Source: an optimization exercise on an open RTL-to-GDS flow (aim: small area, a short achievable clock period and few clock cycles per item). Production flows keep margins and buffers that such runs may drop. Only simulation tests tie the RTL to the original design; equivalence was not proved. Power and IR drop assume default switching activity.

== v21 ==
==> flow/design.v (excerpt) <==
module sensor_min_max_block_average (
   input  logic                                clock,
   input  logic                                reset,
   input  logic                                req_valid,
   output logic                                req_ready,
   input  logic [smmba_pkg::SLOT_W-1:0]        req_sample_slot,
   input  logic [smmba_pkg::GAS_W-1:0]         req_gas_ppm,
   input  logic signed [smmba_pkg::TEMP_W-1:0] req_temperature,
   input  logic [smmba_pkg::HUMIN_W-1:0]       req_humidity,
   output logic                                rsp_valid,
   input  logic                                rsp_ready,
   output logic [smmba_pkg::GAS_W-1:0]         rsp_gas_max,
   output logic [smmba_pkg::GAS_W-1:0]         rsp_gas_min,
   output logic signed [smmba_pkg::TEMP_W-1:0] rsp_temp_max,
   output logic signed [smmba_pkg::TEMP_W-1:0] rsp_temp_min,
   output logic [smmba_pkg::HUMID_W-1:0]       rsp_humid_max,
   output logic [smmba_pkg::HUMID_W-1:0]       rsp_humid_min,
   output logic                                rsp_average_valid,
   output logic [smmba_pkg::BYTE_W-1:0]        rsp_average_value,
   output logic [smmba_pkg::POS_W-1:0]         rsp_history_position
);
   localparam int SLOT_W  = smmba_pkg::SLOT_W;
   localparam int BYTE_W  = smmba_pkg::BYTE_W;
   localparam int ACC_W   = smmba_pkg::ACC_W;
   localparam int GAS_W   = smmba_pkg::GAS_W;
   localparam int TEMP_W  = smmba_pkg::TEMP_W;
   localparam int HUMIN_W = smmba_pkg::HUMIN_W;
   localparam int HUMID_W = smmba_pkg::HUMID_W;
   localparam int POS_W   = smmba_pkg::POS_W;
   localparam int KEY_W   = 10;
   localparam int WORD_W  = SLOT_W + GAS_W + TEMP_W + KEY_W;
   localparam logic [KEY_W-1:0] KEY_MIN_RESET = {3'd6, 3'd1, 4'd8};
   function automatic logic [5:0] div5_hi(input logic [4:0] g);
      logic [4:0] a;
      logic [44:0] t;
  ...
clock: 7.0 ns
lec_check: 0
cap_margin: 5
core_margin: 2
core_utilization: 40
setup_slack_margin: 4.5
slew_margin: 5
standard.sh (not shown) runs the stock make flow with config.mk's settings and CLKGATE_MAP_FILE= SYNTH_SCRIPT=/design/flow/synth_recipe.tcl, a recipe that flattens the netlist after the stock synthesis.
==> flow/flow/run.sh <==
#!/bin/bash
# The standard layout (standard.sh, unchanged synthesis and steps), with
# the port buffers inserted as the smallest buffer cell; repair upsizes the
# ones on critical paths. Each tool's output goes to standard.log.
set -o pipefail
export BUFFER_PORTS_ARGS="-buffer_cell sky130_fd_sc_hd__buf_1"
bash standard.sh > standard.log 2>&1
v21 completed; timing, DRC and antenna clean
Testbench counts of v21, summed over its fixed seeds: cycles 16,400, items 16,384.
What v41 does differently from v21 at the input level:
diff --git a/flow/config.mk b/flow/config.mk
--- a/flow/config.mk
+++ b/flow/config.mk
@@ -7,6 +7,7 @@
 export LEC_CHECK = 0
-export CAP_MARGIN = 5
+export CAP_MARGIN = 20
 export CORE_MARGIN = 2
 export CORE_UTILIZATION = 40
-export SETUP_SLACK_MARGIN = 4.5
-export SLEW_MARGIN = 5
+export SETUP_SLACK_MARGIN = 4.6
+export SLEW_MARGIN = 20
+export TNS_END_PERCENT = 50
==> summary.txt <==
Compared with v21, the router placed more vias in v41. Summary — post-layout total power, v41 relative to v21: higher, by about 1.2%. [compare] base=v21 new=v41: final cell area excluding filler cells now larger; first-pass GRT wire length now smaller.
### v41 -> v37
diff --git a/flow/config.mk b/flow/config.mk
--- a/flow/config.mk
+++ b/flow/config.mk
@@ -10,4 +10,3 @@
 export CORE_UTILIZATION = 40
-export SETUP_SLACK_MARGIN = 4.6
+export SETUP_SLACK_MARGIN = 4.2
 export SLEW_MARGIN = 20
-export TNS_END_PERCENT = 50
==> comparison <==
v37 reached the end of the flow, and the finished layout is clean on the timing, DRC and antenna checks.
On v37: final period demand of the worst path is 0.049 ns higher than what v41 gave.
v41 has higher switching share of power than v37.
Fmax delta (v37 − v41): unfavourable
Total wire length after detailed routing on v37 is down relative to v41.
Relative to v37, the following input files were edited for v30:
diff --git a/flow/config.mk b/flow/config.mk
--- a/flow/config.mk
+++ b/flow/config.mk
@@ -9,4 +9,4 @@
 export CORE_MARGIN = 2
-export CORE_UTILIZATION = 40
-export SETUP_SLACK_MARGIN = 4.2
+export CORE_UTILIZATION = 50
+export SETUP_SLACK_MARGIN = 4.35
 export SLEW_MARGIN = 20
- On routed wire length: between v37 and v30, it ends up higher for v37.
- Between v30 and v37, it is v30 whose number of DRC markers in iteration 0 is lower, by 125.
- Comparing v30 with v37, the critical path required time came out essentially unchanged.

---

Setup of delta:
sensor_min_max_block_average, a different RTL version from the one above (not shown whole).
Size: ~1,800 cells after synthesis, about 470 flip-flops, about 140 I/O pins, about 20,000 um2 of cells after synthesis.
clock: 7.0 ns
lec_check: 0
cap_margin: 20
core_margin: 2
core_utilization: 40
setup_slack_margin: 4.5
slew_margin: 20
run.sh (not shown) runs the stock make flow with config.mk's settings and CLKGATE_MAP_FILE= SYNTH_SCRIPT=/design/flow/synth_recipe.tcl, a recipe that flattens the netlist after the stock synthesis.
Stock flow here: none of the scripts above is used.
No stage failed in delta, and the final checks on the layout all came back clean.
Testbench counts of delta, summed over its fixed seeds: cycles 16,400, items 16,384.
Input-level comparison between alpha and delta:
==> flow/flow/run.sh (new file) <==
#!/bin/bash
# The standard layout (standard.sh, unchanged synthesis and steps), with
# the port buffers inserted as the smallest buffer cell; repair upsizes the
# ones on critical paths. Each tool's output goes to standard.log.
set -o pipefail
export BUFFER_PORTS_ARGS="-buffer_cell sky130_fd_sc_hd__buf_1"
bash standard.sh > standard.log 2>&1
==> flow/standard.sh (new file) <==
#!/bin/bash
# synth_recipe.tcl (not shown) runs the flow's synth.tcl, then flattens the netlist and writes it again
# the make line also repeats each setting of config.mk as NAME=value (left out here)
make -C /OpenROAD-flow-scripts/flow DESIGN_CONFIG=/design/flow/config.mk WORK_HOME=/design/flow/orfs CLKGATE_MAP_FILE= SYNTH_SCRIPT=/design/flow/synth_recipe.tcl "${@:-finish}"
removed: flow/run.sh
--- outcome ---
alpha finished all stages; the layout is clean.
Taking delta as the reference, in alpha global-route track usage on met3 increased by 1.8 points relative to the old numbers, number of vias in the routed layout increased by 229 relative to the old numbers, sequential share of cell area decreased by 0.92 points relative to the old numbers.
The part of the power in combinational logic in alpha was lower than what delta gave.

---

RTL: one of the versions met above, not the one the previous note started from.
For scale: about 1700 cells after synthesis, roughly 140 I/O pins, about 0.020 mm² of cells after synthesis.
Settings: LEC_CHECK=0, CAP_MARGIN=20, CORE_MARGIN=2, CORE_UTILIZATION=50, SETUP_SLACK_MARGIN=4.1, SLEW_MARGIN=20; clock period 7.0 ns.
standard.sh (not shown) runs the stock make flow with config.mk's settings and CLKGATE_MAP_FILE= SYNTH_SCRIPT=/design/flow/synth_recipe.tcl, a recipe that flattens the netlist after the stock synthesis.
==> flow/flow/run.sh <==
#!/bin/bash
# The standard layout (standard.sh, unchanged synthesis and steps), with
# the port buffers inserted as the smallest buffer cell; repair upsizes the
# ones on critical paths. Each tool's output goes to standard.log.
set -o pipefail
export BUFFER_PORTS_ARGS="-buffer_cell sky130_fd_sc_hd__buf_1"
bash standard.sh > standard.log 2>&1
The baseline finished with timing, DRC and antenna clean.
Testbench counts at the start, summed over its fixed seeds: cycles 16,400, items 16,384.
Rerun with:
Settings changed: CORE_UTILIZATION 50 to 40, SETUP_SLACK_MARGIN 4.1 to 5.0.
Outcome: The new run completed with no timing, DRC or antenna violations; total power goes up by a little under a tenth; via count goes up by about a fifth; cell area goes up by a quarter to a third; combinational power goes up by well over a third; fmax goes up by a few percent; worst hold slack improved by 16 ps; clock-buffer cell count goes down by 6; area after synthesis does not change.
Rerun with:
Settings changed: CTS_BUF_LIST from default to sky130_fd_sc_hd__clkbuf_4 sky130_fd_sc_hd__clkbuf_8, SETUP_SLACK_MARGIN 5.0 to 4.5.
Non-clock buffer count falls by 175; synthesized cell count does not change; global-route usage falls by 2.6 points; design area falls by roughly a tenth.
Rerun with:
Settings changed: CORE_UTILIZATION 40 to 50, CTS_BUF_LIST sky130_fd_sc_hd__clkbuf_4 sky130_fd_sc_hd__clkbuf_8 to default, SETUP_SLACK_MARGIN 4.5 to 4.2.
=> Sequential share of layout area increases by 4.4 points; critical path depth decreases by 3; routed wire length decreases by a little under a tenth; area after synthesis does not change; cell area decreases by roughly a tenth; setup slack improved by 61 ps; power decreases by a few percent; core utilization increases by 7.2 points; hold slack barely changes; die area decreases by about a fifth; non-clock buffer count decreases by 86.
Rerun with:
==> flow/run.sh (new file) <==
#!/bin/bash
# synth_recipe.tcl (not shown) runs the flow's synth.tcl, then flattens the netlist and writes it again
# the make line also repeats each setting of config.mk as NAME=value (left out here)
make -C /OpenROAD-flow-scripts/flow DESIGN_CONFIG=/design/flow/config.mk WORK_HOME=/design/flow/orfs CLKGATE_MAP_FILE= SYNTH_SCRIPT=/design/flow/synth_recipe.tcl finish
Settings changed: CORE_UTILIZATION 50 to 40, SETUP_SLACK_MARGIN 4.2 to 4.5.
removed: flow/flow/run.sh
removed: flow/standard.sh
Wire length grows by 8.3%.
Global-route usage shrinks by 4.0 points.
Non-clock buffer count went up by 89.
Rerun with:
==> flow/flow/run.sh (new file) <==
#!/bin/bash
# The standard layout (standard.sh, unchanged synthesis and steps), with
# the port buffers inserted as the smallest buffer cell; repair upsizes the
# ones on critical paths. Each tool's output goes to standard.log.
set -o pipefail
export BUFFER_PORTS_ARGS="-buffer_cell sky130_fd_sc_hd__buf_1"
bash standard.sh > standard.log 2>&1
==> flow/standard.sh (new file) <==
#!/bin/bash
# synth_recipe.tcl (not shown) runs the flow's synth.tcl, then flattens the netlist and writes it again
# the make line also repeats each setting of config.mk as NAME=value (left out here)
make -C /OpenROAD-flow-scripts/flow DESIGN_CONFIG=/design/flow/config.mk WORK_HOME=/design/flow/orfs CLKGATE_MAP_FILE= SYNTH_SCRIPT=/design/flow/synth_recipe.tcl "${@:-finish}"
Settings changed: CTS_CLUSTER_DIAMETER from default to 80, CTS_CLUSTER_SIZE from default to 24.
removed: flow/run.sh
After rerunning:
- fmax falls by 3.2%
- cell count fell by 2.5%
- global-route usage falls by 0.85 points
- routed wire length goes down by 2.7%
- via count went down by 2.2%
- design area drops by 5.1%
- core utilization decreases by 2.7 points
- area after synthesis is unchanged
- critical path depth is unchanged
- worst hold slack improves by 5.7 ps
- power came out lower by 14%

-- static timing again, ports no longer ideal --
The results above use ideal ports. As a check the final layouts listed here were re-extracted and re-timed, cells and wires unchanged. Step 1 (the two cells are an assumption about what drives the block):
set clk [get_ports {clock}]
set_driving_cell -lib_cell sky130_fd_sc_hd__clkbuf_16 $clk
set_driving_cell -lib_cell sky130_fd_sc_hd__buf_2 [delete_from_list [all_inputs] $clk]
Step 2, shift: input delay + t, output delay - t, t = (earliest + latest rising clock arrival at the registers) / 2. This alone moves slack from input paths to output paths. a / b / c = no drivers / after step 1 / after step 2; a / b = the first two.
run | t (ns) | slack for setup (ns) | pins driven straight from the clock port
v21 | 0.658 | 4.198 / 4.198 / 3.944 | 1
v41 | 0.637 | 4.232 / 4.204 / 3.796 | 1
v37 | 0.640 | 4.183 / 4.183 / 3.642 | 1
v30 | 0.646 | 4.168 / 4.168 / 3.685 | 1
delta | 0.663 | 4.117 / 4.117 / 3.884 | 1
alpha | 0.651 | 4.122 / 4.122 / 3.804 | 1
the first run of note 3 | 0.634 | 4.011 / 4.011 / 3.600 | 1
the second run of note 3 | 0.670 | 4.131 / 4.131 / 3.897 | 1
the third run of note 3 | 0.719 | 4.167 / 4.167 / 3.760 | 1
the fourth run of note 3 | 0.641 | 4.228 / 4.221 / 3.618 | 1
the fifth run of note 3 | 0.655 | 4.216 / 4.207 / 3.895 | 1
the sixth run of note 3 | 0.641 | 4.123 / 4.123 / 3.761 | 1
After both steps every run listed still meets setup and hold. The setup slack of the fourth run of note 3, which loses most, moves by -0.007 ns with the drivers and by -0.610 ns with both steps.
